This design comes from an exercise in tuning for small area on the open sky130 flow, not from production work. Function was checked by simulation only, so behaviour that the tests miss may differ from the original.

==> onyx <==
==> flow/design.v <==
package ocr_pkg;
    localparam int DATA_W             = 16;
    localparam int WIN_LOG2           = 4;
    localparam int WIN                = 1 << WIN_LOG2;
    localparam int SQ_W               = 32;
    localparam int ACC_W              = 36;
    localparam int DEFAULT_SAMPLE_DIV = 125000;
    typedef enum logic {
        FILL = 1'b0,
        RUN  = 1'b1
    } ocr_state_t;
endpackage
module ocr_sample_strobe_gen
#(
    parameter int SAMPLE_DIV = ocr_pkg::DEFAULT_SAMPLE_DIV,
    parameter int CNT_W      = $clog2(SAMPLE_DIV)
) (
    input  logic             clk_master,
    input  logic             reset_n,
    output logic             sample_stb,
    output logic [CNT_W-1:0] cnt
);
    localparam logic [CNT_W-1:0] CNT_LAST = CNT_W'(SAMPLE_DIV - 1);
    always_ff @(posedge clk_master or negedge reset_n) begin
        if (!reset_n) begin
            cnt <= '0;
        end else if (sample_stb) begin
            cnt <= '0;
        end else begin
            cnt <= cnt + CNT_W'(1);
        end
    end
    always_comb begin
        sample_stb = 1'b1;
        for (int i = 0; i < CNT_W; i++) begin
            if (CNT_LAST[i]) sample_stb = sample_stb & cnt[i];
        end
    end
endmodule
module ocr_sample_window
#(
    parameter int SAMPLE_DIV = ocr_pkg::DEFAULT_SAMPLE_DIV
) (
    input  logic              clk_master,
    input  logic              reset_n,
    input  logic [ocr_pkg::DATA_W-1:0] adc_data_in,
    input  logic [ocr_pkg::DATA_W-1:0] I_p,
    output logic              sample_stb,
    output logic              ms_valid,
    output logic [ocr_pkg::SQ_W-1:0]   ms_out,
    output logic              over_pickup,
    output logic              window_full
    ,
    output logic [ocr_pkg::DATA_W-1:0] peak_out
);
    localparam int DATA_W = ocr_pkg::DATA_W;
    localparam int CNT_W  = $clog2(SAMPLE_DIV);
    localparam int ACC_N  = 40;    
    localparam int C_IP0   = 8;
    localparam int C_VALID = 40;
    logic [CNT_W-1:0] cnt;
    ocr_sample_strobe_gen #(
        .SAMPLE_DIV (SAMPLE_DIV),
        .CNT_W      (CNT_W)
    ) u_strobe_gen (
        .clk_master (clk_master),
        .reset_n    (reset_n),
        .sample_stb (sample_stb),
        .cnt        (cnt)
    );
    logic       early;           
    logic [6:0] lo;
    assign early = (cnt[CNT_W-1:7] == '0);
    assign lo    = cnt[6:0];
    logic [3:0] fc;      
    logic       seen;    
    logic       wf;      
    always_ff @(posedge clk_master or negedge reset_n) begin
        if (!reset_n) begin
            fc   <= '0;
            seen <= 1'b0;
            wf   <= 1'b0;
        end else begin
            if (sample_stb) begin
                fc   <= fc + 4'd1;
                seen <= 1'b1;
            end
            if (early && lo == 7'(C_VALID - 1) && seen && fc == 4'd0) begin
                wf <= 1'b1;
            end
        end
    end
    assign window_full = wf;
    assign ms_valid    = wf && early && (lo == 7'(C_VALID));
    logic [DATA_W-1:0] ring [16];
    logic [DATA_W-1:0] xr;
    logic [3:0]        wslot;    
    logic              ins, ld_old;
    assign wslot  = {fc[3] ^ fc[0], fc[2:0]};
    assign ins    = early && (lo[6:4] == 3'd0) && (lo[3:0] == wslot);
    assign ld_old = (lo[6:4] == 3'd1) && (lo[3:0] == wslot);
    always_ff @(posedge clk_master) begin
        ring[0] <= ins ? xr : ring[15];
        for (int i = 1; i < 16; i++) begin
            ring[i] <= ring[i-1];
        end
        if (sample_stb) begin
            xr <= adc_data_in;
        end else if (ld_old) begin
            xr <= ring[14];
        end
    end
    logic [ACC_N-1:0] acc;
    logic             creg;
    logic             row_en, mbit;
    logic             inv, clr;
    logic [16:0]      add_b, add_s;
    logic [17:0]      add_c;
    logic             wrap;
    assign row_en = early && ((lo[6:4] == 3'd0) || (wf && lo[6:4] == 3'd5));
    assign mbit   = xr[lo[3:0]];
    assign inv    = wf && early && (lo >= 7'd40) && (lo < 7'd120);
    assign clr    = !seen && early && (lo >= 7'd40) && (lo < 7'd80);
    always_comb begin
        add_b[15:0] = xr & {DATA_W{row_en && mbit}};
        add_b[16]   = creg;
        add_c[0]    = 1'b0;
        for (int i = 0; i < 17; i++) begin
            add_s[i]   = acc[i] ^ add_b[i] ^ add_c[i];
            add_c[i+1] = (acc[i] & add_b[i]) | (acc[i] & add_c[i]) | (add_b[i] & add_c[i]);
        end
    end
    assign wrap = (add_s[0] ^ inv) & ~clr;
    always_ff @(posedge clk_master) begin
        acc[15:0]       <= add_s[16:1];
        acc[ACC_N-2:16] <= acc[ACC_N-1:17];
        acc[ACC_N-1]    <= wrap;
        creg            <= add_c[17] & ~clr;
    end
    assign ms_out = acc[35:4];
    logic [DATA_W-1:0] rb;
    logic [DATA_W-1:0] rb_b, rb_s;
    logic [DATA_W:0]   rb_c;
    logic              ip_row, ip_bit, gt, gt_in, sum_bit, prod_bit;
    assign ip_row = (lo >= 7'(C_IP0)) && (lo < 7'(C_IP0 + 16));
    assign ip_bit = I_p[4'(lo[3:0] - 4'(C_IP0))];
    always_comb begin
        rb_b    = I_p & {DATA_W{ip_row && ip_bit}};
        rb_c[0] = 1'b0;
        for (int i = 0; i < DATA_W; i++) begin
            rb_s[i]   = rb[i] ^ rb_b[i] ^ rb_c[i];
            rb_c[i+1] = (rb[i] & rb_b[i]) | (rb[i] & rb_c[i]) | (rb_b[i] & rb_c[i]);
        end
    end
    always_ff @(posedge clk_master) begin
        rb <= {rb_c[DATA_W], rb_s[DATA_W-1:1]};
    end
    assign prod_bit = rb_s[0];
    assign sum_bit  = acc[36];
    assign gt_in    = gt && (lo != 7'(C_IP0));
    always_ff @(posedge clk_master) begin
        gt <= (sum_bit & ~prod_bit) | (~(sum_bit ^ prod_bit) & gt_in);
    end
    assign over_pickup = gt;
    logic        pk_en, pk_force;
    logic [16:0] pk_c;       
    always_comb begin
        pk_c[0] = 1'b0;
        for (int i = 0; i < DATA_W; i++) begin
            pk_c[i+1] = (ring[15][i] & ~peak_out[i]) | (ring[15][i] & pk_c[i])
                      | (~peak_out[i] & pk_c[i]);
        end
    end
    assign pk_en    = early && (lo[6:4] == 3'd1) && (fc == 4'd0);
    assign pk_force = (lo[3:0] == 4'd0);
    always_ff @(posedge clk_master) begin
        if (pk_en && (pk_force || pk_c[16])) begin
            peak_out <= ring[15];
        end
    end
endmodule
==> flow/flow/run.sh <==
#!/bin/bash
# Standard synthesis, its combinational logic re-mapped for area, cells
# downsized, single-drive port buffers and a leaner clock tree.
set -e
export BUFFER_PORTS_ARGS="-buffer_cell sky130_fd_sc_hd__buf_1"
export CTS_ARGS="-sink_clustering_enable -repair_clock_nets -buf_list sky130_fd_sc_hd__clkbuf_4 -sink_clustering_size 12 -sink_clustering_max_diameter 40 -dont_use_dummy_load"
bash standard.sh synth > synth.log 2>&1
bash flow/reopt.sh > reopt.log 2>&1
bash standard.sh synth > synth2.log 2>&1
openroad -no_init -exit flow/downsize.tcl > downsize.log 2>&1
bash standard.sh > standard.log 2>&1
==> flow/flow/area.abc <==
strash
dc2
&get -n
&st
&dch -f
&nf -R 1000
&put
==> flow/flow/downsize.tcl <==
# Swap every combinational cell of the synthesized netlist to the smallest-area
# drive strength of the same function; later repair steps upsize where timing
# or slew needs it. Registers keep the cells synthesis gave them.
read_db orfs/results/sky130hd/ocr_sample_window/base/1_synth.odb
set db [ord::get_db]
set block [[$db getChip] getBlock]
set best [dict create]
foreach lib [$db getLibs] {
  foreach m [$lib getMasters] {
    set name [$m getName]
    if {![regexp {^(sky130_fd_sc_hd__\w+)_(\d+)$} $name -> base k]} { continue }
    if {[regexp {lpflow|probe} $name]} { continue }
    set a [expr {[$m getWidth] * [$m getHeight]}]
    if {![dict exists $best $base] || $a < [lindex [dict get $best $base] 1]} {
      dict set best $base [list $m $a]
    }
  }
}
set n 0
foreach inst [$block getInsts] {
  set name [[$inst getMaster] getName]
  if {[regexp {^sky130_fd_sc_hd__(df|edf|sdf|sedf|dl|conb|tap|fill|decap)} $name]} { continue }
  if {![regexp {^(sky130_fd_sc_hd__\w+)_(\d+)$} $name -> base k]} { continue }
  if {![dict exists $best $base]} { continue }
  set m [lindex [dict get $best $base] 0]
  if {[$m getName] ne $name} {
    $inst swapMaster $m
    incr n
  }
}
puts "resized $n instances"
write_db orfs/results/sky130hd/ocr_sample_window/base/1_synth.odb
==> flow/flow/reopt.sh <==
#!/bin/bash
# Re-map the combinational logic of the standard synthesis netlist with an
# area-oriented ABC script. Register cells and their names are kept: the
# flip-flop and adder cells are read as black boxes, everything else is flattened
# into gates and mapped again.
set -euo pipefail
R=orfs/results/sky130hd/ocr_sample_window/base
LIB=$FLOW_HOME/platforms/sky130hd/lib/sky130_fd_sc_hd__tt_025C_1v80.lib
# Registers and the full/half adder cells stay as synthesis mapped them.
KEEP="$(grep -o "sky130_fd_sc_hd__[a-z]*df[a-z]*_[0-9]*" $LIB | sort -u | tr '\n' ' ') $(grep -o "sky130_fd_sc_hd__[fh]a_[0-9]*" $LIB | sort -u | tr '\n' ' ')"
DU=$(sed -n '/DONT_USE_CELLS/,/^$/p' $FLOW_HOME/platforms/sky130hd/config.mk | grep -o "sky130_fd_sc_hd__[a-z0-9_]*" | sed 's/^/-dont_use /' | tr '\n' ' ')
cp $R/1_2_yosys.v $R/1_2_yosys_std.v
yosys -q -p "read_liberty -ignore_miss_func $LIB; blackbox $KEEP; read_verilog $R/1_2_yosys_std.v; hierarchy -top $FLOW_TOP; flatten; opt -purge; abc -liberty $LIB -script flow/area.abc $DU; opt_clean -purge; stat -liberty $LIB; write_verilog -noattr $R/1_2_yosys.v"
rm -f $R/1_synth.odb $R/1_synth.sdc
==> flow/standard.sh <==
#!/bin/bash
# synth_recipe.tcl (not shown) runs the flow's synth.tcl, then flattens the netlist and writes it again
# the make line also repeats each setting of config.mk as NAME=value (left out here)
make -C /OpenROAD-flow-scripts/flow DESIGN_CONFIG=/design/flow/config.mk WORK_HOME=/design/flow/orfs CLKGATE_MAP_FILE= SYNTH_SCRIPT=/design/flow/synth_recipe.tcl "${@:-finish}"
==> flow/config.mk <==
export PLATFORM = sky130hd
export DESIGN_NAME = ocr_sample_window
export DESIGN_NICKNAME = ocr_sample_window
export VERILOG_FILES = /design/flow/design.v
export SDC_FILE = /design/flow/constraint.sdc
export NUM_CORES = 4
export LEC_CHECK = 0
export CAP_MARGIN = 20
export CORE_MARGIN = 2
export CORE_UTILIZATION = 75
export PLACE_DENSITY = 0.92
export SLEW_MARGIN = 20
==> flow/constraint.sdc <==
create_clock -name core_clock -period 10.0 [get_ports {clk_master}]
set_input_delay 2.0000 -clock core_clock [delete_from_list [all_inputs] [get_ports {clk_master}]]
set_output_delay 2.0000 -clock core_clock [all_outputs]
set_load 0.01 [all_outputs]
==> garnet: changes against onyx <==
--- a/flow/config.mk
+++ b/flow/config.mk
@@ -9,4 +9,4 @@
 export CORE_MARGIN = 2
-export CORE_UTILIZATION = 75
-export PLACE_DENSITY = 0.92
+export CORE_UTILIZATION = 65
+export PLACE_DENSITY = 0.9
 export SLEW_MARGIN = 20
==> impl_metrics.tcl <==
set metrics [dict create \
    rsz0062_at_grt "no" \
    outcome "finished clean" \
    die_width_um 129 \
    grt_usage 0.227 \
    gp_congestion 0.853 \
    fin_nets 894 \
    maxPowerGroup "sequential cells" \
    total_power_mw 2.09 \
    cts_resized 0 \
    endpoint "rb[14]" \
    clockBufferDepth 3 \
    skew_ps 98.8 \
    fillers 981 \
    dieHeight_um 129 \
    row_count 45 \
    antenna_found_initial 1 \
    cts_num_sinks 369 \
    fmax_ghz 0.110 \
    start_util 0.667 \
]
The numbers above come from garnet.

==> impl_metrics.tcl <==
set metrics [dict create \
    die_width_um 121 \
    outcome "did not finish" \
    dieHeight_um 121 \
    haltStage "3_5_place_dp" \
    gp_congestion 0.795 \
    yosysWarnings 3 \
    row_count 42 \
    start_util 0.769 \
    error "Error: detail_place.tcl, 38 bad optional access" \
    synth_area_um2 10200 \
]
The numbers above come from onyx.

## port drivers added, routing unchanged
The results above use ideal ports. As a check the final layout listed here was re-extracted and re-timed, cells and wires unchanged.
Step 1, drivers: a clkbuf_16 drives clk_master and a buf_2 each remaining input, both assumed.
Step 2 moves the port delays by t, midway between the first and last clock arrival at a register: inputs arrive t later, outputs are due t later. That takes back most of the time a late clock gives input paths.
Three values: ideal ports, drivers, drivers and shift; two values: the first two.
run: garnet
shift t [ns]: 0.637
setup slack, ns: 0.949 / 0.962 / 0.324
worst register clock-pin slew, ns: 0.12 / 0.12
pins driven straight from the clock port: 1
After both steps garnet still meets setup and hold. The setup slack of garnet moves by +0.013 ns with the drivers and by -0.625 ns with both steps.
